Background: an optimization exercise with open tools, aiming at a short achievable clock period and few clock cycles per item. Do not read the settings as production practice. The RTL was checked by simulation tests, not by an equivalence proof against the original design. The clock port is modelled as an ideal driver, which makes a skipped or thinned clock tree look cheaper than it is; a real chip needs a root buffer or a tree.

Design rv_core, start of the top module:
module rv_core (
    input  logic                  clock,
    input  logic                  arst_n,
    input  logic                  inst_valid,
    input  rv_core_pkg::inst_t    inst,
    input  rv_core_pkg::xlen_t    pc,
    output logic                  credit_return,
    output logic                  commit_valid,
    output rv_core_pkg::reg_idx_t commit_reg_idx,
    output rv_core_pkg::xlen_t    commit_data,
    output rv_core_pkg::xlen_t    commit_npc,
    output logic                  commit_illegal
);
    localparam int NS = rv_core_pkg::NUM_SEL;
    localparam int NR = rv_core_pkg::NUM_REGS;
    logic                  i_illegal, i_writes, i_use_rs1, i_use_rs2, i_sra;
    rv_core_pkg::reg_idx_t i_rd, i_rs1, i_rs2;
    rv_core_pkg::xlen_t    i_imm;
    logic [NS-1:0]         i_sel;
    rv_decode dec_port (
        .inst      (inst),
        .illegal   (i_illegal),
        .writes_rd (i_writes),
        .rd        (i_rd),
  ...
Size: roughly 6,500 cells after synthesis, ~1,500 flip-flops, roughly 0.065 sq mm of cells after synthesis.
==> flow/config.mk <==
export PLATFORM = sky130hd
export DESIGN_NAME = rv_core
export DESIGN_NICKNAME = rv_core
export VERILOG_FILES = /design/flow/design.v
export SDC_FILE = /design/flow/constraint.sdc
export NUM_CORES = 4
export LEC_CHECK = 0
export CAP_MARGIN = 20
export CORE_MARGIN = 2
export CORE_UTILIZATION = 35
export PLACE_DENSITY = 0.5
export SETUP_SLACK_MARGIN = 5
export SLEW_MARGIN = 20
export TNS_END_PERCENT = 100
==> flow/constraint.sdc <==
create_clock -name core_clock -period 8.0 [get_ports {clock}]
set_input_delay 1.6000 -clock core_clock [delete_from_list [all_inputs] [get_ports {clock}]]
set_output_delay 1.6000 -clock core_clock [all_outputs]
set_load 0.01 [all_outputs]
standard.sh (not shown) runs the stock make flow with config.mk's settings and CLKGATE_MAP_FILE= SYNTH_SCRIPT=/design/flow/synth_recipe.tcl, a recipe that flattens the netlist after the stock synthesis.
==> flow/flow/run.sh <==
#!/bin/bash
# Own layout flow: the standard ORFS flow (standard.sh) with these changes
#  - synthesis: the standard flow's synthesis script, but full/half adders are not
#    extracted into adder cells (ADDER_MAP_FILE empty) and ABC maps with a
#    delay-oriented script (flow/abc_delay.script); registers are untouched
#  - clock tree: flow/manual_cts.tcl (the PRE_CTS hook) replaces TritonCTS
#    with a balanced two-level tree: the clock port drives 4 root buffers,
#    each drives a quarter of the leaf buffers, each leaf drives ~18 flops
# Every tool's output goes to ORFS's per-step logs under orfs/logs/, and the
# make output to own_flow.log in this folder.
set -uo pipefail
here=$(pwd)
abc_script=$here/flow/abc_delay.script
{
  echo "proc abc {args} {"
  echo "  set i [lsearch \$args -script]"
  echo "  set args [lreplace \$args \$i [expr {\$i + 1}] -script $abc_script]"
  echo "  set j [lsearch \$args -D]"
  echo "  if {\$j >= 0} { set args [lreplace \$args \$j [expr {\$j + 1}]] }"
  echo "  yosys abc -D 1500 {*}\$args"
  echo "}"
  cat "$here/synth_recipe.tcl"
} > "$here/own_synth.tcl"

export PRE_CTS_TCL=$here/flow/manual_cts.tcl
export MCTS_GROUP=18
export MCTS_ROOT=sky130_fd_sc_hd__buf_16
export MCTS_LEAF=sky130_fd_sc_hd__clkbuf_16

bash "$here/standard.sh" SYNTH_SCRIPT="$here/own_synth.tcl" ADDER_MAP_FILE= \
    SETUP_SLACK_MARGIN=5.5 finish > "$here/own_flow.log" 2>&1
status=$?
exit $status
==> flow/flow/manual_cts.tcl <==
# Manual two-level clock tree, used in place of TritonCTS (this file is the
# PRE_CTS hook and replaces the clock_tree_synthesis command).
# The clock port drives 4 root buffers; each root drives a quarter of the
# leaf buffers; each leaf buffer drives a compact group of about MCTS_GROUP
# flip-flop clock pins. Every register sees the same number of buffers, so
# the tree is balanced by construction. CTS's repair and the later steps run
# as usual.
proc mcts_centroid {items} {
  set sx 0
  set sy 0
  foreach s $items {
    set sx [expr {$sx + [lindex $s 0]}]
    set sy [expr {$sy + [lindex $s 1]}]
  }
  set k [llength $items]
  return [list [expr {$sx / $k}] [expr {$sy / $k}]]
}

proc mcts_place {block master name xy} {
  set inst [odb::dbInst_create $block $master $name]
  $inst setLocation [expr {[lindex $xy 0] - [$master getWidth] / 2}] \
    [expr {[lindex $xy 1] - [$master getHeight] / 2}]
  $inst setPlacementStatus PLACED
  return $inst
}

proc clock_tree_synthesis {args} {
  set group_size 28
  if { [info exists ::env(MCTS_GROUP)] } { set group_size $::env(MCTS_GROUP) }
  set db [ord::get_db]
  set block [ord::get_db_block]
  set leaf_master [$db findMaster [expr {[info exists ::env(MCTS_LEAF)] ? $::env(MCTS_LEAF) : "sky130_fd_sc_hd__clkbuf_16"}]]
  set root_master [$db findMaster [expr {[info exists ::env(MCTS_ROOT)] ? $::env(MCTS_ROOT) : "sky130_fd_sc_hd__clkbuf_16"}]]
  set clk_net [[$block findBTerm clock] getNet]
  $clk_net setSigType CLOCK

  # sinks: every instance pin on the clock net, at its cell's center
  set sinks {}
  foreach it [$clk_net getITerms] {
    set inst [$it getInst]
    set loc [$inst getLocation]
    set m [$inst getMaster]
    lappend sinks [list [expr {[lindex $loc 0] + [$m getWidth] / 2}] \
      [expr {[lindex $loc 1] + [$m getHeight] / 2}] $it]
  }
  set n [llength $sinks]
  set ngroups [expr {int(ceil(double($n) / $group_size))}]
  set nstrips [expr {max(1, int(round(sqrt($ngroups))))}]
  puts "manual cts: $n sinks, $ngroups groups in $nstrips strips"

  # vertical strips of equal sink count, then groups by y inside each strip
  set sorted [lsort -integer -index 0 $sinks]
  set per_strip [expr {int(ceil(double($n) / $nstrips))}]
  set groups {}
  for {set s 0} {$s < $nstrips} {incr s} {
    set strip [lrange $sorted [expr {$s * $per_strip}] [expr {($s + 1) * $per_strip - 1}]]
    if { [llength $strip] == 0 } { continue }
    set strip [lsort -integer -index 1 $strip]
    set ng [expr {int(ceil(double([llength $strip]) / $group_size))}]
    set per_group [expr {int(ceil(double([llength $strip]) / $ng))}]
    for {set g 0} {$g < $ng} {incr g} {
      set grp [lrange $strip [expr {$g * $per_group}] [expr {($g + 1) * $per_group - 1}]]
      if { [llength $grp] > 0 } { lappend groups $grp }
    }
  }

  # a leaf buffer at the centroid of each group
  set leaves {}
  set i 0
  foreach grp $groups {
    set xy [mcts_centroid $grp]
    set inst [mcts_place $block $leaf_master "mcts_leaf_$i" $xy]
    set net [odb::dbNet_create $block "mcts_leaf_net_$i"]
    $net setSigType CLOCK
    [$inst findITerm X] connect $net
    foreach s $grp {
      set it [lindex $s 2]
      $it disconnect
      $it connect $net
    }
    lappend leaves [list [lindex $xy 0] [lindex $xy 1] $inst]
    incr i
  }

  # four equal sets of leaves by bisection: halves by x, then each by y
  set byx [lsort -integer -index 0 $leaves]
  set h [expr {[llength $byx] / 2}]
  set quads {}
  foreach half [list [lrange $byx 0 [expr {$h - 1}]] [lrange $byx $h end]] {
    set byy [lsort -integer -index 1 $half]
    set hh [expr {[llength $byy] / 2}]
    lappend quads [lrange $byy 0 [expr {$hh - 1}]] [lrange $byy $hh end]
  }

  # a root buffer at the centroid of each set, all four on the clock port
  set q 0
  foreach members $quads {
    if { [llength $members] == 0 } { continue }
    set rinst [mcts_place $block $root_master "mcts_root_$q" [mcts_centroid $members]]
    set rnet [odb::dbNet_create $block "mcts_root_net_$q"]
    $rnet setSigType CLOCK
    [$rinst findITerm X] connect $rnet
    [$rinst findITerm A] connect $clk_net
    foreach l $members {
      [[lindex $l 2] findITerm A] connect $rnet
    }
    puts "manual cts: root $q drives [llength $members] leaves"
    incr q
  }
  puts "manual cts: [llength $leaves] leaf buffers, $q roots"
  set_propagated_clock [all_clocks]
}
Other scripts of this flow, unchanged in this note and not shown: flow/flow/abc_delay.script
The starting point went through all stages and came out clean.
Testbench counts at the start, summed over its fixed seeds: cycles 8,032, items 8,000.
==> next run, changes <==
--- a/flow/flow/run.sh
+++ b/flow/flow/run.sh
@@ -8,0 +9,3 @@
+#    within a span of 130 um
+#  - global route: flow/grt_repair.tcl (the PRE_GLOBAL_ROUTE hook) adds one
+#    more setup repair pass on global route parasitics
@@ -25,0 +29 @@
+export PRE_GLOBAL_ROUTE_TCL=$here/flow/grt_repair.tcl
@@ -26,0 +31 @@
+export MCTS_SPAN=130000
==> flow/flow/grt_repair.tcl (new file) <==
# PRE_GLOBAL_ROUTE hook: the power recovery slot of global_route.tcl (empty
# in this flow) runs one more setup repair on global route parasitics,
# with more passes, between its start/end incremental global routes.
proc recover_power_helper { } {
  log_cmd estimate_parasitics -global_routing
  log_cmd repair_timing -setup -setup_margin 5.6 -repair_tns 100 \
    -max_passes 1000 -verbose
  log_cmd detailed_placement
}
--- a/flow/flow/manual_cts.tcl
+++ b/flow/flow/manual_cts.tcl
@@ -66,0 +67,23 @@
+  # split any group whose pins spread wider than MCTS_SPAN (half perimeter,
+  # in DBU) along its longer side, so no leaf drives a long net
+  set span 60000
+  if { [info exists ::env(MCTS_SPAN)] } { set span $::env(MCTS_SPAN) }
+  set todo $groups
+  set groups {}
+  while { [llength $todo] > 0 } {
+    set grp [lindex $todo 0]
+    set todo [lrange $todo 1 end]
+    set xs [lsort -integer [lmap s $grp {lindex $s 0}]]
+    set ys [lsort -integer [lmap s $grp {lindex $s 1}]]
+    set dx [expr {[lindex $xs end] - [lindex $xs 0]}]
+    set dy [expr {[lindex $ys end] - [lindex $ys 0]}]
+    if { $dx + $dy <= $span || [llength $grp] < 2 } {
+      lappend groups $grp
+      continue
+    }
+    set idx [expr {$dx >= $dy ? 0 : 1}]
+    set grp [lsort -integer -index $idx $grp]
+    set h [expr {[llength $grp] / 2}]
+    lappend todo [lrange $grp 0 [expr {$h - 1}]] [lrange $grp $h end]
+  }
+
Outcome: The changed run finished with timing, DRC and antenna clean. Global-route usage barely changes. Final cell count went up by 1.7%. Setup slack improves by 0.031 ns. Sequential cell count stays the same. Wire length increases by 2.8%.
In every run of this note, the design's own scripts or RTL, not TritonCTS, make the clock network.

-- afterwards: timing with drivers on the ports --
The results above use ideal ports. As a check the final layouts listed here were re-extracted and re-timed, cells and wires unchanged. Step 1 (the two cells are an assumption about what drives the block):
set clk [get_ports {clock}]
set_driving_cell -lib_cell sky130_fd_sc_hd__clkbuf_16 $clk
set_driving_cell -lib_cell sky130_fd_sc_hd__buf_2 [delete_from_list [all_inputs] $clk]
Step 2 adds t to the input delays and takes it off the output delays; t is the mean of the earliest and latest rising clock arrival at the registers after step 1. Input paths then give back, and output paths get back, about the clock's delay inside the block. a / b / c = no drivers / after step 1 / after step 2; a / b = the first two.
run	t, ns	setup WS [ns]	worst data-port slew with drivers (ns)	cell pins on the clock port's net
the first run	0.751	5.270 / 5.143 / 4.932	0.06	4
the second run	0.760	5.301 / 5.111 / 4.993	0.06	4
After both steps setup and hold are still met in every run listed. For the first run, which loses most, drivers alone change the setup slack by -0.127 ns; drivers and shift together by -0.338 ns.
